This design comes from an exercise in tuning for small area and a short achievable clock period on the open sky130 flow, not from production work. Function was checked by simulation only, so behaviour that the tests miss may differ from the original. Power figures rest on the tool's default switching activity, not on a simulated workload.

<file path="flow/design.v">
`default_nettype none
package mm_pkg;
  localparam int ARRAY_N = 3;
  localparam int ELEM_W = 8;
  localparam int ACC_W  = 16;
  typedef logic signed [ELEM_W-1:0] elem_t;
  typedef logic signed [ACC_W-1:0]  acc_t;
  typedef enum logic [1:0] {
    SEQ_IDLE = 2'd0,
    SEQ_RUN  = 2'd1,
    SEQ_DONE = 2'd2
  } seq_state_t;
endpackage
`default_nettype wire
`default_nettype none
package mm_regs_pkg;
  localparam int AXI_ADDR_W = 8;
  localparam int AXI_DATA_W = 32;
  localparam logic [AXI_ADDR_W-1:0] REG_CTRL   = 8'h00;
  localparam logic [AXI_ADDR_W-1:0] REG_STATUS = 8'h04;
  localparam logic [AXI_ADDR_W-1:0] OPND_BASE  = 8'h40;
  localparam logic [AXI_ADDR_W-1:0] RES_BASE   = 8'h80;
  localparam int CTRL_START = 0;
  localparam int CTRL_CLEAR = 1;
  localparam int STAT_BUSY = 0;
  localparam int STAT_DONE = 1;
  localparam int STAT_FULL = 2;
  typedef enum logic [1:0] {
    RESP_OKAY   = 2'b00,
    RESP_SLVERR = 2'b10
  } axi_resp_t;
endpackage
`default_nettype wire
`default_nettype none
module mm_dot3 (
  input  wire [7:0]  i_a0, i_a1, i_a2,
  input  wire [7:0]  i_b0, i_b1, i_b2,
  output wire [47:0] o_st
);
  wire pp1;
  wire pp2;
  wire pp3;
  wire pp4;
  wire pp5;
  wire pp6;
  wire pp7;
  wire pp8;
  wire pp9;
  wire pp10;
  wire pp11;
  wire pp12;
  wire pp13;
  wire pp14;
  wire pp15;
  wire pp16;
  wire pp17;
  wire pp18;
  wire pp19;
  wire pp20;
  wire pp21;
  wire pp22;
  wire pp23;
  wire pp24;
  wire pp25;
  wire pp26;
  wire pp27;
  wire pp28;
  wire pp29;
  wire pp30;
  wire pp31;
  wire pp32;
  wire pp33;
  wire pp34;
  wire pp35;
  wire pp36;
  wire pp37;
  wire pp38;
  wire pp39;
  wire pp40;
  wire pp41;
  wire pp42;
  wire pp43;
  wire pp44;
  wire pp45;
  wire pp46;
  wire pp47;
  wire pp48;
  wire pp49;
  wire pp50;
  wire pp51;
  wire pp52;
  wire pp53;
  wire pp54;
  wire pp55;
  wire pp56;
  wire pp57;
  wire pp58;
  wire pp59;
  wire pp60;
  wire pp61;
  wire pp62;
  wire pp63;
  wire pp64;
  wire pp65;
  wire pp66;
  wire pp67;
  wire pp68;
  wire pp69;
  wire pp70;
  wire pp71;
  wire pp72;
  wire pp73;
  wire pp74;
  wire pp75;
  wire pp76;
  wire pp77;
  wire pp78;
  wire pp79;
  wire pp80;
  wire pp81;
  wire pp82;
  wire pp83;
  wire pp84;
  wire pp85;
  wire pp86;
  wire pp87;
  wire pp88;
  wire pp89;
  wire pp90;
  wire pp91;
  wire pp92;
  wire pp93;
  wire pp94;
  wire pp95;
  wire pp96;
  wire pp97;
  wire pp98;
  wire pp99;
  wire pp100;
  wire pp101;
  wire pp102;
  wire pp103;
  wire pp104;
  wire pp105;
  wire pp106;
  wire pp107;
  wire pp108;
  wire pp109;
  wire pp110;
  wire pp111;
  wire pp112;
  wire pp113;
  wire pp114;
  wire pp115;
  wire pp116;
  wire pp117;
  wire pp118;
  wire pp119;
  wire pp120;
  wire pp121;
  wire pp122;
  wire pp123;
  wire pp124;
  wire pp125;
  wire pp126;
  wire pp127;
  wire pp128;
  wire pp129;
  wire pp130;
  wire pp131;
  wire pp132;
  wire pp133;
  wire pp134;
  wire pp135;
  wire pp136;
  wire pp137;
  wire pp138;
  wire pp139;
  wire pp140;
  wire pp141;
  wire pp142;
  wire pp143;
  wire pp144;
  wire pp145;
  wire pp146;
  wire pp147;
  wire pp148;
  wire pp149;
  wire pp150;
  wire pp151;
  wire pp152;
  wire pp153;
  wire pp154;
  wire pp155;
  wire pp156;
  wire pp157;
  wire pp158;
  wire pp159;
  wire pp160;
  wire pp161;
  wire pp162;
  wire pp163;
  wire pp164;
  wire pp165;
  wire pp166;
  wire pp167;
  wire pp168;
  wire pp169;
  wire pp170;
  wire pp171;
  wire pp172;
  wire pp173;
  wire pp174;
  wire pp175;
  wire pp176;
  wire pp177;
  wire pp178;
  wire pp179;
  wire pp180;
  wire pp181;
  wire pp182;
  wire pp183;
  wire pp184;
  wire pp185;
  wire pp186;
  wire pp187;
  wire pp188;
  wire pp189;
  wire pp190;
  wire pp191;
  wire pp192;
  wire s193;
  wire c194;
  wire s195;
  wire c196;
  wire s197;
  wire c198;
  wire s199;
  wire c200;
  wire s201;
  wire c202;
  wire s203;
  wire c204;
  wire s205;
  wire c206;
  wire s207;
  wire c208;
  wire s209;
  wire c210;
  wire s211;
  wire c212;
  wire s213;
  wire c214;
  wire s215;
  wire c216;
  wire s217;
  wire c218;
  wire s219;
  wire c220;
  wire s221;
  wire c222;
  wire s223;
  wire c224;
  wire s225;
  wire c226;
  wire s227;
  wire c228;
  wire s229;
  wire c230;
  wire s231;
  wire c232;
  wire s233;
  wire c234;
  wire s235;
  wire c236;
  wire s237;
  wire c238;
  wire s239;
  wire c240;
  wire s241;
  wire c242;
  wire s243;
  wire c244;
  wire s245;
  wire c246;
  wire s247;
  wire c248;
  wire s249;
  wire c250;
  wire s251;
  wire c252;
  wire s253;
  wire c254;
  wire s255;
  wire c256;
  wire s257;
  wire c258;
  wire s259;
  wire c260;
  wire s261;
  wire c262;
  wire s263;
  wire c264;
  wire s265;
  wire c266;
  wire s267;
  wire c268;
  wire s269;
  wire c270;
  wire s271;
  wire c272;
  wire s273;
  wire c274;
  wire s275;
  wire c276;
  wire s277;
  wire c278;
  wire s279;
  wire c280;
  wire s281;
  wire c282;
  wire s283;
  wire c284;
  wire s285;
  wire c286;
  wire s287;
  wire c288;
  wire s289;
  wire c290;
  wire s291;
  wire c292;
  wire s293;
  wire c294;
  wire s295;
  wire c296;
  wire s297;
  wire c298;
  wire s299;
  wire c300;
  wire s301;
  wire c302;
  wire s303;
  wire c304;
  wire s305;
  wire c306;
  wire s307;
  wire c308;
  wire s309;
  wire c310;
  wire s311;
  wire c312;
  wire s313;
  wire c314;
  wire s315;
  wire c316;
  wire s317;
  wire c318;
  wire s319;
  wire c320;
  wire s321;
  wire c322;
  wire s323;
  wire c324;
  wire s325;
  wire c326;
  wire s327;
  wire c328;
  wire s329;
  wire c330;
  wire s331;
  wire c332;
  wire s333;
  wire c334;
  wire s335;
  wire c336;
  wire s337;
  wire c338;
  wire s339;
  wire c340;
  wire s341;
  wire c342;
  wire s343;
  wire c344;
  wire s345;
  wire c346;
  wire s347;
  wire c348;
  wire s349;
  wire c350;
  wire s351;
  wire c352;
  wire s353;
  wire c354;
  wire s355;
  wire c356;
  wire s357;
  wire c358;
  wire s359;
  wire c360;
  wire s361;
  wire c362;
  wire s363;
  wire c364;
  wire s365;
  wire c366;
  wire s367;
  wire c368;
  wire s369;
  wire c370;
  wire s371;
  wire c372;
  wire s373;
  wire c374;
  wire s375;
  wire c376;
  wire s377;
  wire c378;
  wire s379;
  wire c380;
  wire s381;
  wire c382;
  wire s383;
  wire c384;
  wire s385;
  wire c386;
  wire s387;
  wire c388;
  wire s389;
  wire c390;
  wire s391;
  wire c392;
  wire s393;
  wire c394;
  wire s395;
  wire c396;
  wire s397;
  wire c398;
  wire s399;
  wire c400;
  wire s401;
  wire c402;
  wire s403;
  wire c404;
  wire s405;
  wire c406;
  wire s407;
  wire c408;
  wire s409;
  wire c410;
  wire s411;
  wire c412;
  wire s413;
  wire c414;
  wire s415;
  wire c416;
  wire s417;
  wire c418;
  wire s419;
  wire c420;
  wire s421;
  wire c422;
  wire s423;
  wire c424;
  wire s425;
  wire c426;
  wire s427;
  wire c428;
  wire s429;
  wire c430;
  wire s431;
  wire c432;
  wire s433;
  wire c434;
  wire s435;
  wire c436;
  wire s437;
  wire c438;
  wire s439;
  wire c440;
  wire s441;
  wire c442;
  wire s443;
  wire c444;
  wire s445;
  wire c446;
  wire s447;
  wire c448;
  wire s449;
  wire c450;
  wire s451;
  wire c452;
  wire s453;
  wire c454;
  wire s455;
  wire c456;
  wire s457;
  wire c458;
  wire s459;
  wire c460;
  wire s461;
  wire c462;
  wire s463;
  wire c464;
  wire s465;
  wire c466;
  wire s467;
  wire c468;
  wire s469;
  wire c470;
  wire s471;
  wire c472;
  wire s473;
  wire c474;
  wire s475;
  wire c476;
  wire s477;
  wire c478;
  wire s479;
  wire c480;
  wire s481;
  wire c482;
  wire s483;
  wire c484;
  wire s485;
  wire c486;
  wire s487;
  wire c488;
  wire s489;
  wire c490;
  wire s491;
  wire c492;
  wire s493;
  wire c494;
  wire s495;
  wire c496;
  wire s497;
  wire c498;
  wire s499;
  wire c500;
  wire s501;
  wire c502;
  wire s503;
  assign pp1 = ~(i_a0[0] & i_b0[0]);
  assign pp2 = ~(i_a0[0] & i_b0[1]);
  assign pp3 = ~(i_a0[0] & i_b0[2]);
  assign pp4 = ~(i_a0[0] & i_b0[3]);
  assign pp5 = ~(i_a0[0] & i_b0[4]);
  assign pp6 = ~(i_a0[0] & i_b0[5]);
  assign pp7 = ~(i_a0[0] & i_b0[6]);
  assign pp8 = i_a0[0] & i_b0[7];
  assign pp9 = ~(i_a0[1] & i_b0[0]);
  assign pp10 = ~(i_a0[1] & i_b0[1]);
  assign pp11 = ~(i_a0[1] & i_b0[2]);
  assign pp12 = ~(i_a0[1] & i_b0[3]);
  assign pp13 = ~(i_a0[1] & i_b0[4]);
  assign pp14 = ~(i_a0[1] & i_b0[5]);
  assign pp15 = ~(i_a0[1] & i_b0[6]);
  assign pp16 = i_a0[1] & i_b0[7];
  assign pp17 = ~(i_a0[2] & i_b0[0]);
  assign pp18 = ~(i_a0[2] & i_b0[1]);
  assign pp19 = ~(i_a0[2] & i_b0[2]);
  assign pp20 = ~(i_a0[2] & i_b0[3]);
  assign pp21 = ~(i_a0[2] & i_b0[4]);
  assign pp22 = ~(i_a0[2] & i_b0[5]);
  assign pp23 = ~(i_a0[2] & i_b0[6]);
  assign pp24 = i_a0[2] & i_b0[7];
  assign pp25 = ~(i_a0[3] & i_b0[0]);
  assign pp26 = ~(i_a0[3] & i_b0[1]);
  assign pp27 = ~(i_a0[3] & i_b0[2]);
  assign pp28 = ~(i_a0[3] & i_b0[3]);
  assign pp29 = ~(i_a0[3] & i_b0[4]);
  assign pp30 = ~(i_a0[3] & i_b0[5]);
  assign pp31 = ~(i_a0[3] & i_b0[6]);
  assign pp32 = i_a0[3] & i_b0[7];
  assign pp33 = ~(i_a0[4] & i_b0[0]);
  assign pp34 = ~(i_a0[4] & i_b0[1]);
  assign pp35 = ~(i_a0[4] & i_b0[2]);
  assign pp36 = ~(i_a0[4] & i_b0[3]);
  assign pp37 = ~(i_a0[4] & i_b0[4]);
  assign pp38 = ~(i_a0[4] & i_b0[5]);
  assign pp39 = ~(i_a0[4] & i_b0[6]);
  assign pp40 = i_a0[4] & i_b0[7];
  assign pp41 = ~(i_a0[5] & i_b0[0]);
  assign pp42 = ~(i_a0[5] & i_b0[1]);
  assign pp43 = ~(i_a0[5] & i_b0[2]);
  assign pp44 = ~(i_a0[5] & i_b0[3]);
  assign pp45 = ~(i_a0[5] & i_b0[4]);
  assign pp46 = ~(i_a0[5] & i_b0[5]);
  assign pp47 = ~(i_a0[5] & i_b0[6]);
  assign pp48 = i_a0[5] & i_b0[7];
  assign pp49 = ~(i_a0[6] & i_b0[0]);
  assign pp50 = ~(i_a0[6] & i_b0[1]);
  assign pp51 = ~(i_a0[6] & i_b0[2]);
  assign pp52 = ~(i_a0[6] & i_b0[3]);
  assign pp53 = ~(i_a0[6] & i_b0[4]);
  assign pp54 = ~(i_a0[6] & i_b0[5]);
  assign pp55 = ~(i_a0[6] & i_b0[6]);
  assign pp56 = i_a0[6] & i_b0[7];
  assign pp57 = i_a0[7] & i_b0[0];
  assign pp58 = i_a0[7] & i_b0[1];
  assign pp59 = i_a0[7] & i_b0[2];
  assign pp60 = i_a0[7] & i_b0[3];
  assign pp61 = i_a0[7] & i_b0[4];
  assign pp62 = i_a0[7] & i_b0[5];
  assign pp63 = i_a0[7] & i_b0[6];
  assign pp64 = ~(i_a0[7] & i_b0[7]);
  assign pp65 = ~(i_a1[0] & i_b1[0]);
  assign pp66 = ~(i_a1[0] & i_b1[1]);
  assign pp67 = ~(i_a1[0] & i_b1[2]);
  assign pp68 = ~(i_a1[0] & i_b1[3]);
  assign pp69 = ~(i_a1[0] & i_b1[4]);
  assign pp70 = ~(i_a1[0] & i_b1[5]);
  assign pp71 = ~(i_a1[0] & i_b1[6]);
  assign pp72 = i_a1[0] & i_b1[7];
  assign pp73 = ~(i_a1[1] & i_b1[0]);
  assign pp74 = ~(i_a1[1] & i_b1[1]);
  assign pp75 = ~(i_a1[1] & i_b1[2]);
  assign pp76 = ~(i_a1[1] & i_b1[3]);
  assign pp77 = ~(i_a1[1] & i_b1[4]);
  assign pp78 = ~(i_a1[1] & i_b1[5]);
  assign pp79 = ~(i_a1[1] & i_b1[6]);
  assign pp80 = i_a1[1] & i_b1[7];
  assign pp81 = ~(i_a1[2] & i_b1[0]);
  assign pp82 = ~(i_a1[2] & i_b1[1]);
  assign pp83 = ~(i_a1[2] & i_b1[2]);
  assign pp84 = ~(i_a1[2] & i_b1[3]);
  assign pp85 = ~(i_a1[2] & i_b1[4]);
  assign pp86 = ~(i_a1[2] & i_b1[5]);
  assign pp87 = ~(i_a1[2] & i_b1[6]);
  assign pp88 = i_a1[2] & i_b1[7];
  assign pp89 = ~(i_a1[3] & i_b1[0]);
  assign pp90 = ~(i_a1[3] & i_b1[1]);
  assign pp91 = ~(i_a1[3] & i_b1[2]);
  assign pp92 = ~(i_a1[3] & i_b1[3]);
  assign pp93 = ~(i_a1[3] & i_b1[4]);
  assign pp94 = ~(i_a1[3] & i_b1[5]);
  assign pp95 = ~(i_a1[3] & i_b1[6]);
  assign pp96 = i_a1[3] & i_b1[7];
  assign pp97 = ~(i_a1[4] & i_b1[0]);
  assign pp98 = ~(i_a1[4] & i_b1[1]);
  assign pp99 = ~(i_a1[4] & i_b1[2]);
  assign pp100 = ~(i_a1[4] & i_b1[3]);
  assign pp101 = ~(i_a1[4] & i_b1[4]);
  assign pp102 = ~(i_a1[4] & i_b1[5]);
  assign pp103 = ~(i_a1[4] & i_b1[6]);
  assign pp104 = i_a1[4] & i_b1[7];
  assign pp105 = ~(i_a1[5] & i_b1[0]);
  assign pp106 = ~(i_a1[5] & i_b1[1]);
  assign pp107 = ~(i_a1[5] & i_b1[2]);
  assign pp108 = ~(i_a1[5] & i_b1[3]);
  assign pp109 = ~(i_a1[5] & i_b1[4]);
  assign pp110 = ~(i_a1[5] & i_b1[5]);
  assign pp111 = ~(i_a1[5] & i_b1[6]);
  assign pp112 = i_a1[5] & i_b1[7];
  assign pp113 = ~(i_a1[6] & i_b1[0]);
  assign pp114 = ~(i_a1[6] & i_b1[1]);
  assign pp115 = ~(i_a1[6] & i_b1[2]);
  assign pp116 = ~(i_a1[6] & i_b1[3]);
  assign pp117 = ~(i_a1[6] & i_b1[4]);
  assign pp118 = ~(i_a1[6] & i_b1[5]);
  assign pp119 = ~(i_a1[6] & i_b1[6]);
  assign pp120 = i_a1[6] & i_b1[7];
  assign pp121 = i_a1[7] & i_b1[0];
  assign pp122 = i_a1[7] & i_b1[1];
  assign pp123 = i_a1[7] & i_b1[2];
  assign pp124 = i_a1[7] & i_b1[3];
  assign pp125 = i_a1[7] & i_b1[4];
  assign pp126 = i_a1[7] & i_b1[5];
  assign pp127 = i_a1[7] & i_b1[6];
  assign pp128 = ~(i_a1[7] & i_b1[7]);
  assign pp129 = ~(i_a2[0] & i_b2[0]);
  assign pp130 = ~(i_a2[0] & i_b2[1]);
  assign pp131 = ~(i_a2[0] & i_b2[2]);
  assign pp132 = ~(i_a2[0] & i_b2[3]);
  assign pp133 = ~(i_a2[0] & i_b2[4]);
  assign pp134 = ~(i_a2[0] & i_b2[5]);
  assign pp135 = ~(i_a2[0] & i_b2[6]);
  assign pp136 = i_a2[0] & i_b2[7];
  assign pp137 = ~(i_a2[1] & i_b2[0]);
  assign pp138 = ~(i_a2[1] & i_b2[1]);
  assign pp139 = ~(i_a2[1] & i_b2[2]);
  assign pp140 = ~(i_a2[1] & i_b2[3]);
  assign pp141 = ~(i_a2[1] & i_b2[4]);
  assign pp142 = ~(i_a2[1] & i_b2[5]);
  assign pp143 = ~(i_a2[1] & i_b2[6]);
  assign pp144 = i_a2[1] & i_b2[7];
  assign pp145 = ~(i_a2[2] & i_b2[0]);
  assign pp146 = ~(i_a2[2] & i_b2[1]);
  assign pp147 = ~(i_a2[2] & i_b2[2]);
  assign pp148 = ~(i_a2[2] & i_b2[3]);
  assign pp149 = ~(i_a2[2] & i_b2[4]);
  assign pp150 = ~(i_a2[2] & i_b2[5]);
  assign pp151 = ~(i_a2[2] & i_b2[6]);
  assign pp152 = i_a2[2] & i_b2[7];
  assign pp153 = ~(i_a2[3] & i_b2[0]);
  assign pp154 = ~(i_a2[3] & i_b2[1]);
  assign pp155 = ~(i_a2[3] & i_b2[2]);
  assign pp156 = ~(i_a2[3] & i_b2[3]);
  assign pp157 = ~(i_a2[3] & i_b2[4]);
  assign pp158 = ~(i_a2[3] & i_b2[5]);
  assign pp159 = ~(i_a2[3] & i_b2[6]);
  assign pp160 = i_a2[3] & i_b2[7];
  assign pp161 = ~(i_a2[4] & i_b2[0]);
  assign pp162 = ~(i_a2[4] & i_b2[1]);
  assign pp163 = ~(i_a2[4] & i_b2[2]);
  assign pp164 = ~(i_a2[4] & i_b2[3]);
  assign pp165 = ~(i_a2[4] & i_b2[4]);
  assign pp166 = ~(i_a2[4] & i_b2[5]);
  assign pp167 = ~(i_a2[4] & i_b2[6]);
  assign pp168 = i_a2[4] & i_b2[7];
  assign pp169 = ~(i_a2[5] & i_b2[0]);
  assign pp170 = ~(i_a2[5] & i_b2[1]);
  assign pp171 = ~(i_a2[5] & i_b2[2]);
  assign pp172 = ~(i_a2[5] & i_b2[3]);
  assign pp173 = ~(i_a2[5] & i_b2[4]);
  assign pp174 = ~(i_a2[5] & i_b2[5]);
  assign pp175 = ~(i_a2[5] & i_b2[6]);
  assign pp176 = i_a2[5] & i_b2[7];
  assign pp177 = ~(i_a2[6] & i_b2[0]);
  assign pp178 = ~(i_a2[6] & i_b2[1]);
  assign pp179 = ~(i_a2[6] & i_b2[2]);
  assign pp180 = ~(i_a2[6] & i_b2[3]);
  assign pp181 = ~(i_a2[6] & i_b2[4]);
  assign pp182 = ~(i_a2[6] & i_b2[5]);
  assign pp183 = ~(i_a2[6] & i_b2[6]);
  assign pp184 = i_a2[6] & i_b2[7];
  assign pp185 = i_a2[7] & i_b2[0];
  assign pp186 = i_a2[7] & i_b2[1];
  assign pp187 = i_a2[7] & i_b2[2];
  assign pp188 = i_a2[7] & i_b2[3];
  assign pp189 = i_a2[7] & i_b2[4];
  assign pp190 = i_a2[7] & i_b2[5];
  assign pp191 = i_a2[7] & i_b2[6];
  assign pp192 = ~(i_a2[7] & i_b2[7]);
  mm_fa u_s193 (.i_a(pp106), .i_b(pp113), .i_c(pp135), .o_s(s193), .o_c(c194));
  mm_fa u_s195 (.i_a(pp100), .i_b(pp107), .i_c(pp114), .o_s(s195), .o_c(c196));
  mm_fa u_s197 (.i_a(pp121), .i_b(pp136), .i_c(pp143), .o_s(s197), .o_c(c198));
  mm_fa u_s199 (.i_a(pp15), .i_b(pp150), .i_c(pp157), .o_s(s199), .o_c(c200));
  mm_ha u_s201 (.i_a(pp101), .i_b(pp108), .o_s(s201), .o_c(c202));
  mm_fa u_s203 (.i_a(pp115), .i_b(pp122), .i_c(pp144), .o_s(s203), .o_c(c204));
  mm_fa u_s205 (.i_a(pp151), .i_b(pp158), .i_c(pp16), .o_s(s205), .o_c(c206));
  mm_ha u_s207 (.i_a(pp102), .i_b(pp109), .o_s(s207), .o_c(c208));
  mm_xnor u_s209 (.i_a(pp116), .i_b(pp123), .o_y(s209));
  mm_or u_c210 (.i_a(pp116), .i_b(pp123), .o_y(c210));
  mm_fa u_s211 (.i_a(pp12), .i_b(pp133), .i_c(pp140), .o_s(s211), .o_c(c212));
  mm_fa u_s213 (.i_a(pp105), .i_b(pp13), .i_c(pp134), .o_s(s213), .o_c(c214));
  mm_fa u_s215 (.i_a(pp141), .i_b(pp148), .i_c(pp155), .o_s(s215), .o_c(c216));
  mm_fa u_s217 (.i_a(pp162), .i_b(pp169), .i_c(pp20), .o_s(s217), .o_c(c218));
  mm_fa u_s219 (.i_a(pp14), .i_b(pp142), .i_c(pp149), .o_s(s219), .o_c(c220));
  mm_fa u_s221 (.i_a(pp156), .i_b(pp163), .i_c(pp170), .o_s(s221), .o_c(c222));
  mm_fa u_s223 (.i_a(pp177), .i_b(pp21), .i_c(pp28), .o_s(s223), .o_c(c224));
  mm_fa u_s225 (.i_a(pp35), .i_b(pp42), .i_c(pp49), .o_s(s225), .o_c(c226));
  mm_xnor u_s227 (.i_a(pp7), .i_b(pp71), .o_y(s227));
  mm_or u_c228 (.i_a(pp7), .i_b(pp71), .o_y(c228));
  mm_fa u_s229 (.i_a(pp164), .i_b(pp171), .i_c(pp178), .o_s(s229), .o_c(c230));
  mm_fa u_s231 (.i_a(pp185), .i_b(pp22), .i_c(pp29), .o_s(s231), .o_c(c232));
  mm_fa u_s233 (.i_a(pp36), .i_b(pp43), .i_c(pp50), .o_s(s233), .o_c(c234));
  mm_fa u_s235 (.i_a(pp57), .i_b(pp72), .i_c(pp79), .o_s(s235), .o_c(c236));
  mm_fa u_s237 (.i_a(pp8), .i_b(pp86), .i_c(pp93), .o_s(s237), .o_c(c238));
  mm_xnor u_s239 (.i_a(c194), .i_b(s195), .o_y(s239));
  mm_or u_c240 (.i_a(c194), .i_b(s195), .o_y(c240));
  mm_fa u_s241 (.i_a(pp165), .i_b(pp172), .i_c(pp179), .o_s(s241), .o_c(c242));
  mm_fa u_s243 (.i_a(pp186), .i_b(pp23), .i_c(pp30), .o_s(s243), .o_c(c244));
  mm_fa u_s245 (.i_a(pp37), .i_b(pp44), .i_c(pp51), .o_s(s245), .o_c(c246));
  mm_fa u_s247 (.i_a(pp58), .i_b(pp80), .i_c(pp87), .o_s(s247), .o_c(c248));
  mm_fa u_s249 (.i_a(pp94), .i_b(c196), .i_c(c198), .o_s(s249), .o_c(c250));
  mm_fa u_s251 (.i_a(c200), .i_b(s201), .i_c(s203), .o_s(s251), .o_c(c252));
  mm_fa u_s253 (.i_a(pp152), .i_b(pp159), .i_c(pp166), .o_s(s253), .o_c(c254));
  mm_fa u_s255 (.i_a(pp173), .i_b(pp180), .i_c(pp187), .o_s(s255), .o_c(c256));
  mm_fa u_s257 (.i_a(pp24), .i_b(pp31), .i_c(pp38), .o_s(s257), .o_c(c258));
  mm_fa u_s259 (.i_a(pp45), .i_b(pp52), .i_c(pp59), .o_s(s259), .o_c(c260));
  mm_fa u_s261 (.i_a(pp88), .i_b(pp95), .i_c(s209), .o_s(s261), .o_c(c262));
  mm_fa u_s263 (.i_a(c202), .i_b(c204), .i_c(c206), .o_s(s263), .o_c(c264));
  mm_fa u_s265 (.i_a(pp103), .i_b(pp110), .i_c(pp117), .o_s(s265), .o_c(c266));
  mm_fa u_s267 (.i_a(pp124), .i_b(pp160), .i_c(pp167), .o_s(s267), .o_c(c268));
  mm_fa u_s269 (.i_a(pp174), .i_b(pp181), .i_c(pp188), .o_s(s269), .o_c(c270));
  mm_fa u_s271 (.i_a(pp32), .i_b(pp39), .i_c(pp46), .o_s(s271), .o_c(c272));
  mm_fa u_s273 (.i_a(pp53), .i_b(pp60), .i_c(pp96), .o_s(s273), .o_c(c274));
  mm_fa u_s275 (.i_a(pp104), .i_b(pp111), .i_c(pp118), .o_s(s275), .o_c(c276));
  mm_fa u_s277 (.i_a(pp125), .i_b(pp168), .i_c(pp175), .o_s(s277), .o_c(c278));
  mm_fa u_s279 (.i_a(pp11), .i_b(pp132), .i_c(pp139), .o_s(s279), .o_c(c280));
  mm_xnor u_s281 (.i_a(pp146), .i_b(pp153), .o_y(s281));
  mm_or u_c282 (.i_a(pp146), .i_b(pp153), .o_y(c282));
  mm_fa u_s283 (.i_a(pp147), .i_b(pp154), .i_c(pp161), .o_s(s283), .o_c(c284));
  mm_fa u_s285 (.i_a(pp19), .i_b(pp26), .i_c(pp33), .o_s(s285), .o_c(c286));
  mm_fa u_s287 (.i_a(pp5), .i_b(pp69), .i_c(pp76), .o_s(s287), .o_c(c288));
  mm_fa u_s289 (.i_a(pp27), .i_b(pp34), .i_c(pp41), .o_s(s289), .o_c(c290));
  mm_fa u_s291 (.i_a(pp6), .i_b(pp70), .i_c(pp77), .o_s(s291), .o_c(c292));
  mm_fa u_s293 (.i_a(pp84), .i_b(pp91), .i_c(pp98), .o_s(s293), .o_c(c294));
  mm_xnor u_s295 (.i_a(c212), .i_b(s213), .o_y(s295));
  mm_or u_c296 (.i_a(c212), .i_b(s213), .o_y(c296));
  mm_fa u_s297 (.i_a(pp78), .i_b(pp85), .i_c(pp92), .o_s(s297), .o_c(c298));
  mm_fa u_s299 (.i_a(pp99), .i_b(s227), .i_c(c214), .o_s(s299), .o_c(c300));
  mm_fa u_s301 (.i_a(c216), .i_b(c218), .i_c(s193), .o_s(s301), .o_c(c302));
  mm_fa u_s303 (.i_a(s219), .i_b(s221), .i_c(s223), .o_s(s303), .o_c(c304));
  mm_fa u_s305 (.i_a(c228), .i_b(c220), .i_c(c222), .o_s(s305), .o_c(c306));
  mm_fa u_s307 (.i_a(c224), .i_b(c226), .i_c(s197), .o_s(s307), .o_c(c308));
  mm_fa u_s309 (.i_a(s199), .i_b(s229), .i_c(s231), .o_s(s309), .o_c(c310));
  mm_fa u_s311 (.i_a(s233), .i_b(s235), .i_c(s237), .o_s(s311), .o_c(c312));
  mm_fa u_s313 (.i_a(c230), .i_b(c232), .i_c(c234), .o_s(s313), .o_c(c314));
  mm_fa u_s315 (.i_a(c236), .i_b(c238), .i_c(s205), .o_s(s315), .o_c(c316));
  mm_fa u_s317 (.i_a(s241), .i_b(s243), .i_c(s245), .o_s(s317), .o_c(c318));
  mm_fa u_s319 (.i_a(s247), .i_b(c240), .i_c(s249), .o_s(s319), .o_c(c320));
  mm_fa u_s321 (.i_a(c242), .i_b(c244), .i_c(c246), .o_s(s321), .o_c(c322));
  mm_fa u_s323 (.i_a(c248), .i_b(s207), .i_c(s253), .o_s(s323), .o_c(c324));
  mm_fa u_s325 (.i_a(s255), .i_b(s257), .i_c(s259), .o_s(s325), .o_c(c326));
  mm_fa u_s327 (.i_a(s261), .i_b(c250), .i_c(c252), .o_s(s327), .o_c(c328));
  mm_fa u_s329 (.i_a(c210), .i_b(c208), .i_c(c254), .o_s(s329), .o_c(c330));
  mm_fa u_s331 (.i_a(c256), .i_b(c258), .i_c(c260), .o_s(s331), .o_c(c332));
  mm_fa u_s333 (.i_a(s265), .i_b(s267), .i_c(s269), .o_s(s333), .o_c(c334));
  mm_fa u_s335 (.i_a(s271), .i_b(s273), .i_c(c262), .o_s(s335), .o_c(c336));
  mm_fa u_s337 (.i_a(pp182), .i_b(pp189), .i_c(pp40), .o_s(s337), .o_c(c338));
  mm_fa u_s339 (.i_a(pp47), .i_b(pp54), .i_c(pp61), .o_s(s339), .o_c(c340));
  mm_fa u_s341 (.i_a(c266), .i_b(c268), .i_c(c270), .o_s(s341), .o_c(c342));
  mm_fa u_s343 (.i_a(c272), .i_b(c274), .i_c(s275), .o_s(s343), .o_c(c344));
  mm_fa u_s345 (.i_a(pp112), .i_b(pp119), .i_c(pp126), .o_s(s345), .o_c(c346));
  mm_fa u_s347 (.i_a(pp176), .i_b(pp183), .i_c(pp190), .o_s(s347), .o_c(c348));
  mm_fa u_s349 (.i_a(pp48), .i_b(pp55), .i_c(pp62), .o_s(s349), .o_c(c350));
  mm_fa u_s351 (.i_a(pp10), .i_b(pp131), .i_c(pp138), .o_s(s351), .o_c(c352));
  mm_xnor u_s353 (.i_a(pp145), .i_b(pp17), .o_y(s353));
  mm_or u_c354 (.i_a(pp145), .i_b(pp17), .o_y(c354));
  mm_fa u_s355 (.i_a(pp18), .i_b(pp25), .i_c(pp4), .o_s(s355), .o_c(c356));
  mm_fa u_s357 (.i_a(pp68), .i_b(pp75), .i_c(pp82), .o_s(s357), .o_c(c358));
  mm_xnor u_s359 (.i_a(pp89), .i_b(s281), .o_y(s359));
  mm_or u_c360 (.i_a(pp89), .i_b(s281), .o_y(c360));
  mm_fa u_s361 (.i_a(pp83), .i_b(pp90), .i_c(pp97), .o_s(s361), .o_c(c362));
  mm_fa u_s363 (.i_a(c282), .i_b(c280), .i_c(s211), .o_s(s363), .o_c(c364));
  mm_fa u_s365 (.i_a(s283), .i_b(s285), .i_c(s287), .o_s(s365), .o_c(c366));
  mm_fa u_s367 (.i_a(c284), .i_b(c286), .i_c(c288), .o_s(s367), .o_c(c368));
  mm_fa u_s369 (.i_a(s215), .i_b(s217), .i_c(s289), .o_s(s369), .o_c(c370));
  mm_fa u_s371 (.i_a(s291), .i_b(s293), .i_c(s295), .o_s(s371), .o_c(c372));
  mm_fa u_s373 (.i_a(c290), .i_b(c292), .i_c(c294), .o_s(s373), .o_c(c374));
  mm_fa u_s375 (.i_a(s225), .i_b(s297), .i_c(c296), .o_s(s375), .o_c(c376));
  mm_fa u_s377 (.i_a(s299), .i_b(s301), .i_c(s303), .o_s(s377), .o_c(c378));
  mm_fa u_s379 (.i_a(c298), .i_b(c300), .i_c(s239), .o_s(s379), .o_c(c380));
  mm_fa u_s381 (.i_a(c302), .i_b(c304), .i_c(s305), .o_s(s381), .o_c(c382));
  mm_fa u_s383 (.i_a(s307), .i_b(s309), .i_c(s311), .o_s(s383), .o_c(c384));
  mm_fa u_s385 (.i_a(c306), .i_b(c308), .i_c(c310), .o_s(s385), .o_c(c386));
  mm_fa u_s387 (.i_a(c312), .i_b(s313), .i_c(s315), .o_s(s387), .o_c(c388));
  mm_fa u_s389 (.i_a(s251), .i_b(s317), .i_c(s319), .o_s(s389), .o_c(c390));
  mm_fa u_s391 (.i_a(c314), .i_b(c316), .i_c(c318), .o_s(s391), .o_c(c392));
  mm_fa u_s393 (.i_a(s263), .i_b(s321), .i_c(s323), .o_s(s393), .o_c(c394));
  mm_fa u_s395 (.i_a(s325), .i_b(c320), .i_c(s327), .o_s(s395), .o_c(c396));
  mm_fa u_s397 (.i_a(c264), .i_b(c322), .i_c(c324), .o_s(s397), .o_c(c398));
  mm_fa u_s399 (.i_a(c326), .i_b(s329), .i_c(s331), .o_s(s399), .o_c(c400));
  mm_fa u_s401 (.i_a(s333), .i_b(s335), .i_c(c328), .o_s(s401), .o_c(c402));
  mm_fa u_s403 (.i_a(s277), .i_b(s337), .i_c(s339), .o_s(s403), .o_c(c404));
  mm_fa u_s405 (.i_a(c330), .i_b(c332), .i_c(c334), .o_s(s405), .o_c(c406));
  mm_fa u_s407 (.i_a(s341), .i_b(s343), .i_c(c336), .o_s(s407), .o_c(c408));
  mm_fa u_s409 (.i_a(c276), .i_b(c278), .i_c(c338), .o_s(s409), .o_c(c410));
  mm_fa u_s411 (.i_a(c340), .i_b(s345), .i_c(s347), .o_s(s411), .o_c(c412));
  mm_fa u_s413 (.i_a(s349), .i_b(c342), .i_c(c344), .o_s(s413), .o_c(c414));
  mm_fa u_s415 (.i_a(pp120), .i_b(pp127), .i_c(pp184), .o_s(s415), .o_c(c416));
  mm_fa u_s417 (.i_a(pp191), .i_b(pp56), .i_c(pp63), .o_s(s417), .o_c(c418));
  mm_fa u_s419 (.i_a(c346), .i_b(c348), .i_c(c350), .o_s(s419), .o_c(c420));
  mm_fa u_s421 (.i_a(pp130), .i_b(pp137), .i_c(pp2), .o_s(s421), .o_c(c422));
  mm_fa u_s423 (.i_a(pp3), .i_b(pp67), .i_c(pp74), .o_s(s423), .o_c(c424));
  mm_xnor u_s425 (.i_a(pp81), .i_b(s353), .o_y(s425));
  mm_or u_c426 (.i_a(pp81), .i_b(s353), .o_y(c426));
  mm_fa u_s427 (.i_a(c354), .i_b(c352), .i_c(s279), .o_s(s427), .o_c(c428));
  mm_fa u_s429 (.i_a(s355), .i_b(s357), .i_c(s359), .o_s(s429), .o_c(c430));
  mm_fa u_s431 (.i_a(c356), .i_b(c358), .i_c(c360), .o_s(s431), .o_c(c432));
  mm_fa u_s433 (.i_a(s361), .i_b(s363), .i_c(s365), .o_s(s433), .o_c(c434));
  mm_fa u_s435 (.i_a(c362), .i_b(c364), .i_c(c366), .o_s(s435), .o_c(c436));
  mm_fa u_s437 (.i_a(s367), .i_b(s369), .i_c(s371), .o_s(s437), .o_c(c438));
  mm_fa u_s439 (.i_a(c368), .i_b(c370), .i_c(s373), .o_s(s439), .o_c(c440));
  mm_fa u_s441 (.i_a(s375), .i_b(c372), .i_c(s377), .o_s(s441), .o_c(c442));
  mm_fa u_s443 (.i_a(c374), .i_b(c376), .i_c(s379), .o_s(s443), .o_c(c444));
  mm_fa u_s445 (.i_a(c378), .i_b(s381), .i_c(s383), .o_s(s445), .o_c(c446));
  mm_fa u_s447 (.i_a(c380), .i_b(c382), .i_c(s385), .o_s(s447), .o_c(c448));
  mm_fa u_s449 (.i_a(c384), .i_b(s387), .i_c(s389), .o_s(s449), .o_c(c450));
  mm_fa u_s451 (.i_a(c386), .i_b(c388), .i_c(s391), .o_s(s451), .o_c(c452));
  mm_fa u_s453 (.i_a(s393), .i_b(c390), .i_c(s395), .o_s(s453), .o_c(c454));
  mm_fa u_s455 (.i_a(c392), .i_b(s397), .i_c(c394), .o_s(s455), .o_c(c456));
  mm_fa u_s457 (.i_a(s399), .i_b(s401), .i_c(c396), .o_s(s457), .o_c(c458));
  mm_fa u_s459 (.i_a(s403), .i_b(c398), .i_c(c400), .o_s(s459), .o_c(c460));
  mm_fa u_s461 (.i_a(s405), .i_b(s407), .i_c(c402), .o_s(s461), .o_c(c462));
  mm_fa u_s463 (.i_a(c404), .i_b(s409), .i_c(s411), .o_s(s463), .o_c(c464));
  mm_fa u_s465 (.i_a(c406), .i_b(s413), .i_c(c408), .o_s(s465), .o_c(c466));
  mm_fa u_s467 (.i_a(s415), .i_b(s417), .i_c(c410), .o_s(s467), .o_c(c468));
  mm_fa u_s469 (.i_a(c412), .i_b(s419), .i_c(c414), .o_s(s469), .o_c(c470));
  mm_fa u_s471 (.i_a(pp128), .i_b(pp192), .i_c(pp64), .o_s(s471), .o_c(c472));
  mm_fa u_s473 (.i_a(c416), .i_b(c418), .i_c(c420), .o_s(s473), .o_c(c474));
  mm_xnor u_s475 (.i_a(pp66), .i_b(pp73), .o_y(s475));
  mm_or u_c476 (.i_a(pp66), .i_b(pp73), .o_y(c476));
  mm_fa u_s477 (.i_a(c422), .i_b(s351), .i_c(s423), .o_s(s477), .o_c(c478));
  mm_fa u_s479 (.i_a(c424), .i_b(c426), .i_c(s427), .o_s(s479), .o_c(c480));
  mm_fa u_s481 (.i_a(c428), .i_b(s431), .i_c(c430), .o_s(s481), .o_c(c482));
  mm_fa u_s483 (.i_a(c432), .i_b(c434), .i_c(s435), .o_s(s483), .o_c(c484));
  mm_fa u_s485 (.i_a(c436), .i_b(s439), .i_c(c438), .o_s(s485), .o_c(c486));
  mm_fa u_s487 (.i_a(c440), .i_b(s443), .i_c(c442), .o_s(s487), .o_c(c488));
  mm_fa u_s489 (.i_a(c444), .i_b(s447), .i_c(c446), .o_s(s489), .o_c(c490));
  mm_fa u_s491 (.i_a(c448), .i_b(s451), .i_c(c450), .o_s(s491), .o_c(c492));
  mm_fa u_s493 (.i_a(c452), .i_b(s455), .i_c(c454), .o_s(s493), .o_c(c494));
  mm_fa u_s495 (.i_a(c456), .i_b(s459), .i_c(s461), .o_s(s495), .o_c(c496));
  mm_fa u_s497 (.i_a(s463), .i_b(c460), .i_c(s465), .o_s(s497), .o_c(c498));
  mm_fa u_s499 (.i_a(s467), .i_b(c464), .i_c(s469), .o_s(s499), .o_c(c500));
  mm_fa u_s501 (.i_a(s471), .i_b(c468), .i_c(s473), .o_s(s501), .o_c(c502));
  assign s503 = ~(c472);
  assign o_st = {c474, s503, c502, c470, s501, c500, c466, s499, c498, c462, s497, c496, c458, s495, c494, s457, s493, c492, s453, s491, c490, s449, s489, c488, s445, s487, c486, s441, s485, c484, s437, s483, c482, s433, s481, c480, s429, s479, c478, s425, s477, c476, s421, pp9, s475, pp65, pp129, pp1};
endmodule
module mm_dot3_fin (
  input  wire [47:0] i_st,
  output wire [15:0] o_n0,
  output wire [15:0] o_n1
);
  wire s1;
  wire c2;
  wire s3;
  wire c4;
  wire s5;
  wire c6;
  wire s7;
  wire c8;
  wire s9;
  wire c10;
  wire s11;
  wire c12;
  wire s13;
  wire c14;
  wire s15;
  wire c16;
  wire s17;
  wire c18;
  wire s19;
  wire c20;
  wire s21;
  wire c22;
  wire s23;
  wire c24;
  wire s25;
  wire c26;
  wire s27;
  wire c28;
  wire s29;
  wire c30;
  wire s31;
  mm_xnor u_s1 (.i_a(i_st[0]), .i_b(i_st[1]), .o_y(s1));
  mm_or u_c2 (.i_a(i_st[0]), .i_b(i_st[1]), .o_y(c2));
  mm_fa u_s3 (.i_a(i_st[3]), .i_b(i_st[4]), .i_c(i_st[5]), .o_s(s3), .o_c(c4));
  mm_fa u_s5 (.i_a(i_st[6]), .i_b(i_st[7]), .i_c(i_st[8]), .o_s(s5), .o_c(c6));
  mm_fa u_s7 (.i_a(i_st[10]), .i_b(i_st[11]), .i_c(i_st[9]), .o_s(s7), .o_c(c8));
  mm_fa u_s9 (.i_a(i_st[12]), .i_b(i_st[13]), .i_c(i_st[14]), .o_s(s9), .o_c(c10));
  mm_fa u_s11 (.i_a(i_st[15]), .i_b(i_st[16]), .i_c(i_st[17]), .o_s(s11), .o_c(c12));
  mm_fa u_s13 (.i_a(i_st[18]), .i_b(i_st[19]), .i_c(i_st[20]), .o_s(s13), .o_c(c14));
  mm_fa u_s15 (.i_a(i_st[21]), .i_b(i_st[22]), .i_c(i_st[23]), .o_s(s15), .o_c(c16));
  mm_fa u_s17 (.i_a(i_st[24]), .i_b(i_st[25]), .i_c(i_st[26]), .o_s(s17), .o_c(c18));
  mm_fa u_s19 (.i_a(i_st[27]), .i_b(i_st[28]), .i_c(i_st[29]), .o_s(s19), .o_c(c20));
  mm_fa u_s21 (.i_a(i_st[30]), .i_b(i_st[31]), .i_c(i_st[32]), .o_s(s21), .o_c(c22));
  mm_fa u_s23 (.i_a(i_st[33]), .i_b(i_st[34]), .i_c(i_st[35]), .o_s(s23), .o_c(c24));
  mm_fa u_s25 (.i_a(i_st[36]), .i_b(i_st[37]), .i_c(i_st[38]), .o_s(s25), .o_c(c26));
  mm_fa u_s27 (.i_a(i_st[39]), .i_b(i_st[40]), .i_c(i_st[41]), .o_s(s27), .o_c(c28));
  mm_fa u_s29 (.i_a(i_st[42]), .i_b(i_st[43]), .i_c(i_st[44]), .o_s(s29), .o_c(c30));
  assign s31 = i_st[45] ^ i_st[46] ^ i_st[47];
  assign o_n0 = {c30, c28, c26, c24, c22, c20, c18, c16, c14, c12, c10, c8, c6, c4, c2, i_st[2]};
  assign o_n1 = {s31, s29, s27, s25, s23, s21, s19, s17, s15, s13, s11, s9, s7, s5, s3, s1};
endmodule
module mm_fa (input wire i_a, i_b, i_c, output wire o_s, o_c);
  assign o_s = i_a ^ i_b ^ i_c;
  assign o_c = (i_a & i_b) | (i_a & i_c) | (i_b & i_c);
endmodule
module mm_ha (input wire i_a, i_b, output wire o_s, o_c);
  assign o_s = i_a ^ i_b;
  assign o_c = i_a & i_b;
endmodule
module mm_xnor (input wire i_a, i_b, output wire o_y);
  assign o_y = ~(i_a ^ i_b);
endmodule
module mm_or (input wire i_a, i_b, output wire o_y);
  assign o_y = i_a | i_b;
endmodule
`default_nettype wire
`timescale 1ns/1ps
`default_nettype none
module mm_top (
  input  logic        clk,
  input  logic        rst_n,
  input  logic        i_awvalid,
  output logic        o_awready,
  input  logic [7:0]  i_awaddr,
  input  logic        i_wvalid,
  output logic        o_wready,
  input  logic [31:0] i_wdata,
  input  logic [3:0]  i_wstrb,
  output logic        o_bvalid,
  input  logic        i_bready,
  output logic [1:0]  o_bresp,
  input  logic        i_arvalid,
  output logic        o_arready,
  input  logic [7:0]  i_araddr,
  output logic        o_rvalid,
  input  logic        i_rready,
  output logic [31:0] o_rdata,
  output logic [1:0]  o_rresp
);
  logic        bvalid_q;
  logic        bslverr_q;
  logic        start_q;
  logic        clear_q;
  logic        busy_q;
  logic        done_q;
  logic [2:0]  cnt_q;
  logic [17:0] mask_q;
  logic        newbit_q;
  logic        full;
  logic        accept;
  logic        wr_go;
  logic        wr_ctrl;
  logic        wr_opnd;
  logic [4:0]  wr_slot;
  logic        opnd_we;
  assign wr_go     = i_awvalid && i_wvalid && !bvalid_q;
  assign o_awready = wr_go;
  assign o_wready  = wr_go;
  assign wr_ctrl = (i_awaddr == 8'h00);
  assign wr_opnd = (i_awaddr[1:0] == 2'b00) &&
                   ((i_awaddr[7:6] == 2'b01) || (i_awaddr[7:3] == 5'b10000));
  assign wr_slot = i_awaddr[6:2] - 5'd16;
  assign opnd_we = wr_go && wr_opnd && !busy_q;
  always_ff @(posedge clk or negedge rst_n) begin
    if (!rst_n) begin
      bvalid_q <= 1'b0;
      start_q  <= 1'b0;
      clear_q  <= 1'b0;
    end else begin
      if (bvalid_q && i_bready) bvalid_q <= 1'b0;
      if (wr_go) bvalid_q <= 1'b1;
      start_q <= wr_go && wr_ctrl && i_wdata[0];
      clear_q <= wr_go && wr_ctrl && i_wdata[1];
    end
  end
  always_ff @(posedge clk) begin
    if (wr_go) bslverr_q <= !(wr_ctrl || (wr_opnd && !busy_q));
  end
  assign o_bvalid = bvalid_q;
  assign o_bresp  = {bslverr_q, 1'b0};
  logic [2:0] ph_i_q;
  logic [2:0] ph_j_q;
  logic [2:0] ph_j_next;
  assign ph_j_next = ph_i_q[2] ? {ph_j_q[1:0], ph_j_q[2]} : ph_j_q;
  always_ff @(posedge clk or negedge rst_n) begin
    if (!rst_n) begin
      ph_i_q <= 3'b001;
      ph_j_q <= 3'b001;
    end else begin
      ph_i_q <= {ph_i_q[1:0], ph_i_q[2]};
      ph_j_q <= ph_j_next;
    end
  end
  logic [2:0]        wr_row;
  logic [2:0]        wr_col;
  logic              wr_a;
  logic              wr_b;
  logic [7:0]        a_q [3][3];
  logic [7:0]        b_q [3][3];
  logic [7:0]        bsel_q [3];
  always_comb begin
    wr_a = opnd_we && (wr_slot < 5'd9);
    wr_b = opnd_we && (wr_slot >= 5'd9);
    for (int r = 0; r < 3; r++) begin
      wr_row[r] = 1'b0;
      wr_col[r] = 1'b0;
      for (int c = 0; c < 3; c++) begin
        wr_row[r] = wr_row[r] | (wr_slot == 5'(3 * r + c)) | (wr_slot == 5'(9 + 3 * r + c));
        wr_col[r] = wr_col[r] | (wr_slot == 5'(3 * c + r)) | (wr_slot == 5'(9 + 3 * c + r));
      end
    end
  end
  always_ff @(posedge clk) begin
    for (int k = 0; k < 3; k++) begin
      for (int g = 0; g < 3; g++) begin
        if (wr_a && wr_col[k] &&
            ((ph_i_q[0] && wr_row[(g + 1) % 3]) ||
             (ph_i_q[1] && wr_row[(g + 2) % 3]) ||
             (ph_i_q[2] && wr_row[g])))
          a_q[k][g] <= i_wdata[7:0];
        else
          a_q[k][g] <= a_q[k][(g + 1) % 3];
      end
    end
  end
  always_ff @(posedge clk) begin
    for (int r = 0; r < 3; r++)
      for (int c = 0; c < 3; c++)
        if (wr_b && wr_row[r] && wr_col[c]) b_q[r][c] <= i_wdata[7:0];
  end
  always_ff @(posedge clk) begin
    for (int k = 0; k < 3; k++)
      bsel_q[k] <= ({8{ph_j_next[0]}} & b_q[k][0]) |
                   ({8{ph_j_next[1]}} & b_q[k][1]) |
                   ({8{ph_j_next[2]}} & b_q[k][2]);
  end
  always_ff @(posedge clk or negedge rst_n) begin
    if (!rst_n) begin
      mask_q   <= '0;
      newbit_q <= 1'b0;
    end else begin
      newbit_q <= 1'b0;
      if (clear_q) begin
        mask_q <= '0;
      end else if (opnd_we) begin
        mask_q[wr_slot] <= 1'b1;
        newbit_q        <= !mask_q[wr_slot];
      end
    end
  end
  assign full = (&mask_q) && !newbit_q;
  assign accept = start_q && full && !busy_q;
  always_ff @(posedge clk or negedge rst_n) begin
    if (!rst_n) begin
      busy_q <= 1'b0;
      done_q <= 1'b0;
    end else if (accept) begin
      busy_q <= 1'b1;
      done_q <= 1'b0;
    end else if (busy_q && cnt_q == 3'd7) begin
      busy_q <= 1'b0;
      done_q <= 1'b1;
    end
  end
  always_ff @(posedge clk) begin
    if (accept) cnt_q <= 3'd0;
    else if (busy_q) cnt_q <= cnt_q + 3'd1;
  end
  logic [47:0] dot_st;
  logic [47:0] st_q;
  logic [15:0] fin_n0;
  logic [15:0] fin_n1;
  logic [15:0] sum;
  logic        ring_we;
  logic [15:0] ring_q [9];
  mm_dot3 u_dot (
    .i_a0 (a_q[0][0]),
    .i_a1 (a_q[1][0]),
    .i_a2 (a_q[2][0]),
    .i_b0 (bsel_q[0]),
    .i_b1 (bsel_q[1]),
    .i_b2 (bsel_q[2]),
    .o_st (dot_st)
  );
  always_ff @(posedge clk) st_q <= dot_st;
  mm_dot3_fin u_fin (
    .i_st (st_q),
    .o_n0 (fin_n0),
    .o_n1 (fin_n1)
  );
  assign sum     = ~(fin_n0 + fin_n1 + 16'd1);
  assign ring_we = accept || busy_q;
  always_ff @(posedge clk) begin
    ring_q[0] <= ring_we ? sum : ring_q[8];
    for (int p = 1; p < 9; p++) ring_q[p] <= ring_q[p-1];
  end
  logic        arready_q;
  logic        rvalid_q;
  logic        rslverr_q;
  logic [15:0] rdata_q;
  logic        ar_go;
  logic        rd_ctrl;
  logic        rd_stat;
  logic        rd_res;
  logic [8:0]  rd_k;
  logic [8:0]  phase;
  logic [8:0]  rd_pos;
  logic [15:0] rd_val;
  logic [15:0] rd_data;
  assign ar_go   = i_arvalid && arready_q;
  assign rd_ctrl = (i_araddr == 8'h00);
  assign rd_stat = (i_araddr == 8'h04);
  assign rd_res  = (i_araddr[7] == 1'b1) && (i_araddr[1:0] == 2'b00) &&
                   (i_araddr[6:2] <= 5'd8);
  always_comb begin
    for (int f = 0; f < 9; f++) phase[f] = ph_j_q[f / 3] && ph_i_q[f % 3];
    for (int k = 0; k < 9; k++) rd_k[k] = (i_araddr[5:2] == 4'(k));
    for (int p = 0; p < 9; p++) begin
      rd_pos[p] = 1'b0;
      for (int k = 0; k < 9; k++) rd_pos[p] = rd_pos[p] | (rd_k[k] & phase[(p + 3 * (k % 3) + k / 3 + 2) % 9]);
    end
    rd_val = '0;
    for (int p = 0; p < 9; p++) rd_val = rd_val | ({16{rd_pos[p]}} & ring_q[p]);
    rd_data = '0;
    if (rd_res) rd_data = rd_val;
    else if (rd_stat) rd_data = {13'd0, full, done_q, busy_q};
  end
  always_ff @(posedge clk or negedge rst_n) begin
    if (!rst_n) begin
      arready_q <= 1'b0;
      rvalid_q  <= 1'b0;
    end else if (ar_go) begin
      arready_q <= 1'b0;
      rvalid_q  <= 1'b1;
    end else begin
      if (rvalid_q && i_rready) rvalid_q <= 1'b0;
      arready_q <= !rvalid_q || i_rready;
    end
  end
  always_ff @(posedge clk) begin
    if (ar_go) begin
      rslverr_q <= !(rd_ctrl || rd_stat || rd_res);
      rdata_q   <= rd_data;
    end
  end
  assign o_arready = arready_q;
  assign o_rvalid  = rvalid_q;
  assign o_rresp   = {rslverr_q, 1'b0};
  assign o_rdata   = {{16{rdata_q[15]}}, rdata_q};
endmodule
`default_nettype wire
</file>
<file path="flow/flow/run.sh">
#!/bin/bash
# Layout flow: the standard ORFS flow (standard.sh, unchanged synthesis and
# scripts) with the port buffers that placement inserts made the smallest
# buffer instead of the one buffer_ports picks by default. Timing repair still
# resizes any port buffer on a critical path.
set -euo pipefail
export BUFFER_PORTS_ARGS="-buffer_cell sky130_fd_sc_hd__buf_1"
bash standard.sh > standard.log 2>&1
</file>
<file path="flow/standard.sh">
#!/bin/bash
# synth_recipe.tcl (not shown) runs the flow's synth.tcl, then flattens the netlist and writes it again
# the make line also repeats each setting of config.mk as NAME=value (left out here)
make -C /OpenROAD-flow-scripts/flow DESIGN_CONFIG=/design/flow/config.mk WORK_HOME=/design/flow/orfs CLKGATE_MAP_FILE= SYNTH_SCRIPT=/design/flow/synth_recipe.tcl "${@:-finish}"
</file>
<file path="flow/constraint.sdc">
create_clock -name core_clock -period 8.0 [get_ports {clk}]
set_input_delay 1.6000 -clock core_clock [delete_from_list [all_inputs] [get_ports {clk}]]
set_output_delay 1.6000 -clock core_clock [all_outputs]
set_load 0.01 [all_outputs]
</file>
<file path="flow/config.mk">
export PLATFORM = sky130hd
export DESIGN_NAME = mm_top
export DESIGN_NICKNAME = mm_top
export VERILOG_FILES = /design/flow/design.v
export SDC_FILE = /design/flow/constraint.sdc
export NUM_CORES = 4
export LEC_CHECK = 0
export ABC_CLOCK_PERIOD_IN_PS = 4000
export CAP_MARGIN = 20
export CORE_MARGIN = 2
export CORE_UTILIZATION = 70
export CTS_CLUSTER_DIAMETER = 100
export CTS_CLUSTER_SIZE = 24
export PLACE_DENSITY = 0.8
export SETUP_SLACK_MARGIN = 4.55
export SLEW_MARGIN = 20
export SYNTH_HIERARCHICAL = 1
</file>
==> impl_metrics.toml, run 1 <==
[setup_path]
crit_required_ps = 6400
path_class = "input pin to output port"
worst-endpoint-arrival_ps = 1930
worstSetupStartpointType = "input pin"
path_max_fanout = 3
critical_path.endpoint_type = "output port"

[route]
detailedRoute.firstPassIterationCount = 8
final_antenna_net_count = 0
postRouteWirelength_mm = 41.9
post-route-drc-count = 0
route.detailed.wl_per_inst_um = 21.4
route.vias.total = 12329
routed_via_density = 6.31
first_iter_violations = 1362

[global_route]
grt_overflow = 0
grt_first_pass_wirelength_mm = 66.5
antenna_found_initial = 0
grt_util_all_layers_pct = 29.4
number_of_global_route_vias_before_repair = 12581
grt_start_max_net_pins = 35

[timing]
grt_setup_unrepaired = "true"
worst_slew_margin_rel_pct = 28.8
totalNegativeSetupSlack_ps = 0
worst_clock_skew_ps = 16.7
finalSetupViolations = 0
layout_min_cycle_time_ps = 3530
tightest_slew_ps = 1070
min_period_over_period_pct = 44.2
final_max_slew_viol_count = 0
max_clock_freq_ghz = 0.283
report.final.hold_viol_count = 0

[synth]
ys_ff_latch = 413
ys_warn_count = 15
post_synth_instance_area_sq_um = 19500
synth_top_cell_area_share_pct = 29.9
fraction_of_registers_with_async_set_or_reset_after_synthesis_pct = 7.75
synthMostInstantiatedCell = "sky130_fd_sc_hd__dfxtp_1"
ys_dominant_reg_cell = "sky130_fd_sc_hd__dfxtp_1"
synth_area_leaders = "sky130_fd_sc_hd__dfxtp_1 30%, sky130_fd_sc_hd__fa_1 16%, sky130_fd_sc_hd__edfxtp_1 14%"
syn-mean-instance-area_sq_um = 12.0
synth_area_leader_cell = "sky130_fd_sc_hd__dfxtp_1"
synthTopCellsByCount = "291 x sky130_fd_sc_hd__dfxtp_1, 209 x sky130_fd_sc_hd__nand2_1, 159 x sky130_fd_sc_hd__fa_1, 128 x sky130_fd_sc_hd__buf_4, 90 x sky130_fd_sc_hd__edfxtp_1"
syn_inst = 1623
yosysSeqAreaShare_pct = 47.9
synth_cell_types = 89
synth_edf_count = 90

[floorplan]
floorplan.initialDensity_pct = 70.7
num_rows = 61
num_io_pins = 100
die_h_um = 171
die_area_sq_um = 29200
die_width_um = 171
placeableCoreArea_sq_um = 27600

[cells_and_area]
final_net_count = 1806
flow.area_growth_from_synthesis_pct = 5.05
filler_cell_count = 1754
fraction_of_layout_instances_using_a_drive_strength_above_1_pct = 12.1

[clock_network]
cts_buffers = 21
cts-root-buf = "sky130_fd_sc_hd__clkbuf_16"
clock_sink_count = 413
tritoncts = "yes"
cts_clk_pin_slew_worst_paths_ps = 90
cts-htree-levels = 1
insertion_delay_ps = 530
clk_path_buf_depth = 3
ctsHoldBuffers = 0

[place]
place_hpwl_mm = 28.4
place.port_buffers = 69
globalplace.congestion = 0.916

[power_and_ir_drop]
power.density_cell_area_nw_per_um2 = 165
static-leakage-power_nw = 7.02
irDropWorstVdd_v = 0.000200
power_total_mw = 3.38

[hold_path]
min-delay-path-class = "flip-flop to flip-flop"

[status]
status = "finished clean"

[flow_run]
maxCapViolations = 0
-- layout make-up --
cell class	count	area, sq um	area share, %
flip-flops and latches	413	9400	46.0
multi-input cells	971	9110	44.5
repair buffers	100	651	3.18
clock buffers	32	567	2.77
well taps	378	473	2.31
inverters	56	220	1.08
clock inverters	2	25.0	0.122
diodes	1	2.50	0.0122
-- final timing paths --
| check | start | endpoint | slack, ps | depth (start not counted) |
|---|---|---|---|---|
| max | i_awvalid | o_wready | 4470 | 4 |
| min | ring_q[3][15] | ring_q[4][15] | 350 | 0 |
| max reg2reg | bsel_q[2][6] | st_q[28] | 4600 | 7 |
| min reg2reg | ring_q[3][15] | ring_q[4][15] | 350 | 0 |
| max in group asynchronous | rst_n | bvalid_q | 6350 | 1 |
| min in group asynchronous | rst_n | mask_q[16] | 1140 | 1 |
-- routing by layer --
metal	vias to the layer above	GRT usage (%)	share of wire [%]
li1	5436	-	-
met1	6140	39.0	40
met2	647	50.6	49
met3	106	4.26	8.0
met4	0	8.62	2.6
met5	-	0	0
-- registers in the layout (all words and copies together) (netlist names), 3 cells and up --
name     count
st_q        48
a_q         72
ph_i_q       3
mask_q      18
b_q         72
cnt_q        3
bsel_q      24
ring_q     144
rdata_q     16
ph_j_q       3
-- power breakdown --
group | leakage, nW | switching [mW] | internal (mW)
Sequential | 3.57 | 0.00527 | 2.13
Combinational | 3.16 | 0.0809 | 0.0364
Clock | 0.283 | 0.627 | 0.498
Total | 7.02 | 0.713 | 2.67
-- modules after synthesis (local to each module, per instance) --
module,cells,copies in the design,flip-flops and latches,cell area [sq um]
mm_dot3,263,1,0,1360
mm_dot3_fin,33,1,0,264
mm_fa,1,158,0,20.0
mm_ha,1,2,0,12.5
mm_or,1,10,0,6.26
mm_top,1147,1,413,14500
mm_xnor,1,10,0,8.76
-- placed cells by master, fill, tap and decap left out, types with 9 or more instances in the layout --
master	count
sky130_fd_sc_hd__dfxtp_1	269
sky130_fd_sc_hd__nand2_1	209
sky130_fd_sc_hd__fa_1	157
sky130_fd_sc_hd__edfxtp_1	90
sky130_fd_sc_hd__buf_1	57
sky130_fd_sc_hd__inv_1	50
sky130_fd_sc_hd__a222oi_1	49
sky130_fd_sc_hd__and2_1	43
sky130_fd_sc_hd__nor2_1	42
sky130_fd_sc_hd__mux2_1	40
sky130_fd_sc_hd__mux2_4	32
sky130_fd_sc_hd__dfrtp_1	30
sky130_fd_sc_hd__o21ai_0	25
sky130_fd_sc_hd__a31oi_1	24
sky130_fd_sc_hd__buf_4	22
sky130_fd_sc_hd__clkbuf_16	21
sky130_fd_sc_hd__xnor2_1	20
sky130_fd_sc_hd__ha_1	20
sky130_fd_sc_hd__a21oi_1	19
sky130_fd_sc_hd__nor3_1	18
sky130_fd_sc_hd__nand3_1	18
sky130_fd_sc_hd__a22oi_1	17
sky130_fd_sc_hd__dfxtp_4	17
sky130_fd_sc_hd__o22ai_1	12
sky130_fd_sc_hd__or2_1	11
sky130_fd_sc_hd__clkbuf_1	11
sky130_fd_sc_hd__nand2b_1	10
sky130_fd_sc_hd__o21ai_1	10
sky130_fd_sc_hd__nor2b_4	9
sky130_fd_sc_hd__nor2_4	9
-- cell families (layout without fill, tap and decap cells) --
group / count (synthesis) / after routing / share of synthesized area (%)
adder cells (fa/ha/maj): 184 / 184 / 18.0
XOR/XNOR: 23 / 23 / 1.11
other: 1 / 3 / 0.0193
AO/OA/AOI/OAI: 241 / 241 / 9.69
buffers and inverters: 240 / 190 / 7.42
flip-flops: 413 / 413 / 47.9
AND/OR/NAND/NOR: 436 / 436 / 10.7
multiplexers: 85 / 85 / 5.17
-- what timing repair did --
action,in CTS,in global routing
gates resized for setup,76,49
setup buffers,11,12
pin swaps,3,8
endpoints found under the setup margin,168,158
-- stage by stage --
step / setup slack (ps) / hold WS, ps / utilization [%] / std cells / instance area, sq um
floorplan: 4400 / 326 / - / 1624 / 19700
global placement: 3200 / 331 / 69.7 / 1895 / 19200
detailed placement: 3070 / 338 / 69.7 / 1895 / 19200
CTS: 4480 / 354 / 73.1 / 1940 / 20100
global route: 4450 / 359 / 74.2 / 1952 / 20400
finish: 4470 / 349 / 74.2 / 1953 / 20400
-- critical path, cell delays in order --
cell                      delay [ps]
sky130_fd_sc_hd__buf_6           100
sky130_fd_sc_hd__nand3_4          80
sky130_fd_sc_hd__inv_4            50
sky130_fd_sc_hd__buf_6           110
==> run 2, diff against run 1 <==
--- a/flow/config.mk
+++ b/flow/config.mk
@@ -7,9 +7,9 @@
 export LEC_CHECK = 0
-export ABC_CLOCK_PERIOD_IN_PS = 4000
+export ABC_CLOCK_PERIOD_IN_PS = 6000
 export CAP_MARGIN = 20
 export CORE_MARGIN = 2
-export CORE_UTILIZATION = 70
+export CORE_UTILIZATION = 60
 export CTS_CLUSTER_DIAMETER = 100
 export CTS_CLUSTER_SIZE = 24
-export PLACE_DENSITY = 0.8
+export PLACE_DENSITY = 0.7
 export SETUP_SLACK_MARGIN = 4.55
==> run 2 against run 1 <==
Via count is 3.5% lower. Count of clock-buffer cells in the layout stayed put. Synthesized cell count stayed put.
==> impl_metrics.toml, run 2 <==
[clock_network]
tritoncts = "yes"
clk_path_buf_depth = 3
cts_buffers = 21
cts-htree-levels = 1
insertion_delay_ps = 530
cts_clk_pin_slew_worst_paths_ps = 90

[route]
route.detailed.wl_per_inst_um = 21.0
final_antenna_net_count = 0
detailedRoute.firstPassIterationCount = 5
route.vias.total = 11903
postRouteWirelength_mm = 41.4
first_iter_violations = 1054
post-route-drc-count = 0

[global_route]
antenna_found_initial = 0
grt_start_max_net_pins = 35
grt_first_pass_wirelength_mm = 66.0
grt_util_all_layers_pct = 25.0
grt_overflow = 0

[status]
status = "finished clean"

[power_and_ir_drop]
power.clock.fraction_pct = 33.5
irDropWorstVdd_v = 0.000165
power.switching_fraction_pct = 21.1
static-leakage-power_nw = 7.00
cellInternalPower_mw = 2.68
combinationalPowerShare_pct = 3.4
switching_pwr_uw = 714
power.density_cell_area_nw_per_um2 = 166

[cells_and_area]
largest-register = "ring_q"
diodes = 0
largest_register_ffs = 144
flow.area_growth_from_synthesis_pct = 5.07
final_util_pct = 64.5
fraction_of_layout_instances_using_a_drive_strength_above_1_pct = 12.2
largestRegisters = "ring_q x144, a_q x72, b_q x72"
most_frequent_standard_cell_in_the_layout_excluding_fill_and_tap_cells = "sky130_fd_sc_hd__dfxtp_1"

[synth]
synth_edf_count = 90
synth_top_cell_area_share_pct = 29.9
synthMostInstantiatedCell = "sky130_fd_sc_hd__dfxtp_1"
synth_cell_types = 89
synthTopCellsByCount = "291 x sky130_fd_sc_hd__dfxtp_1, 209 x sky130_fd_sc_hd__nand2_1, 159 x sky130_fd_sc_hd__fa_1, 128 x sky130_fd_sc_hd__buf_4, 90 x sky130_fd_sc_hd__edfxtp_1"
syn-mean-instance-area_sq_um = 12.0
ys_warn_count = 15
yosysSeqAreaShare_pct = 47.9
ys_ff_latch = 413
syn_inst = 1623
synth_area_leaders = "sky130_fd_sc_hd__dfxtp_1 30%, sky130_fd_sc_hd__fa_1 16%, sky130_fd_sc_hd__edfxtp_1 14%"

[timing]
report.final.hold_viol_count = 0
min_period_over_period_pct = 44.1
totalNegativeSetupSlack_ps = 0
tightest_slew_ps = 992
worst_clock_skew_ps = 20.8
layout_min_cycle_time_ps = 3530
worst_slew_margin_rel_pct = 33.8
grt_setup_unrepaired = "true"
final_max_slew_viol_count = 0
max_clock_freq_ghz = 0.284

[setup_path]
critical_path.endpoint_type = "output port"
reg2reg_slack_ps = 4580
path_class = "input pin to output port"
crit_required_ps = 6400
worstSetupStartpointType = "input pin"
worst-endpoint-arrival_ps = 1930

[place]
place_hpwl_mm = 28.4
place.port_buffers = 69

[floorplan]
die_width_um = 184
die_area_sq_um = 33900
num_io_pins = 100
die_h_um = 184
floorplan.initialDensity_pct = 61.4
num_rows = 65

[hold_path]
min-delay-path-class = "flip-flop to flip-flop"
run 2: power groups by stage:
stage          logic (mW)  registers [mW]  clock network [mW]
5_1_grt             0.127            2.14                1.23
3_3_place_gp        0.104            2.19                   0
3_5_place_dp        0.105            2.19                   0
6_report            0.116            2.14                1.13
2_1_floorplan      0.0697            2.19                   0
4_1_cts             0.110            2.14                1.16
run 2: final timing paths:
check | startpoint | endpoint | cells past startpoint
setup / recovery | i_wvalid | o_awready | 4
hold / removal | ring_q[3][9] | ring_q[4][9] | 0
setup reg to reg | bsel_q[2][1] | st_q[31] | 6
hold reg to reg | ring_q[3][9] | ring_q[4][9] | 0
max in group asynchronous | rst_n | arready_q | 1
min in group asynchronous | rst_n | bvalid_q | 1
run 2: cell type report:
cell class,instances,area [sq um]
clock inverters,1,16.3
repair buffers,96,624
multi-input cells,971,9120
inverters,56,220
flip-flops and latches,413,9400
clock buffers,32,577
fillers,2408,11300
well taps,402,503
run 2: kinds of logic (layout without fill, tap and decap cells):
logic type               after synthesis  in the layout  synth area share [%]
buffers and inverters                240            185                  7.42
XOR/XNOR                              23             23                  1.11
multiplexers                          85             85                  5.17
other                                  1              2                0.0193
AO/OA/AOI/OAI                        241            241                  9.69
adder cells (fa/ha/maj)              184            184                  18.0
flip-flops                           413            413                  47.9
AND/OR/NAND/NOR                      436            436                  10.7
run 2: metal layers:
metal | vias to the layer above | share of wire [%] | global-route usage, %
li1 | 5429 | - | -
met3 | 70 | 7.3 | 4.39
met1 | 5944 | 44 | 35.3
met4 | 0 | 1.9 | 5.54
met5 | - | 0 | 0
met2 | 460 | 47 | 40.9
run 2: Yosys stat by module (local to each module, per instance), a selection:
module,cells inside,copies in the design
mm_ha,1,2
mm_fa,1,158
mm_top,1147,1
mm_dot3_fin,33,1
mm_xnor,1,10
mm_or,1,10
run 2: metrics by stage:
step | hold WS, ps | instances | setup slack [ps] | cell area (sq um)
2_1_floorplan | 326 | 1624 | 4400 | 19700
3_3_place_gp | 331 | 1919 | 3130 | 19200
3_5_place_dp | 335 | 1919 | 3060 | 19300
4_1_cts | 344 | 1966 | 4470 | 20200
5_1_grt | 357 | 1971 | 4460 | 20500
6_report | 346 | 1971 | 4470 | 20500
run 2: critical path, stage by stage:
cell	delay (ps)
sky130_fd_sc_hd__buf_6	90
sky130_fd_sc_hd__nand3_4	80
sky130_fd_sc_hd__inv_4	40
sky130_fd_sc_hd__buf_6	110
run 2: what timing repair did:
item                       4_1_cts  5_1_grt
pin swaps                        3        3
setup endpoints to repair      168      165
resized for setup               69       53
hold buffers                     0        0
setup buffers                   14        5

Re-timed with assumed drivers on the ports (clkbuf_16 on the clock, buf_2 on other inputs), run 2 has 4.441 ns of setup slack against 4.473 ns with ideal ports, and 4.078 ns once port delays also move by the mid clock arrival of 0.570 ns.
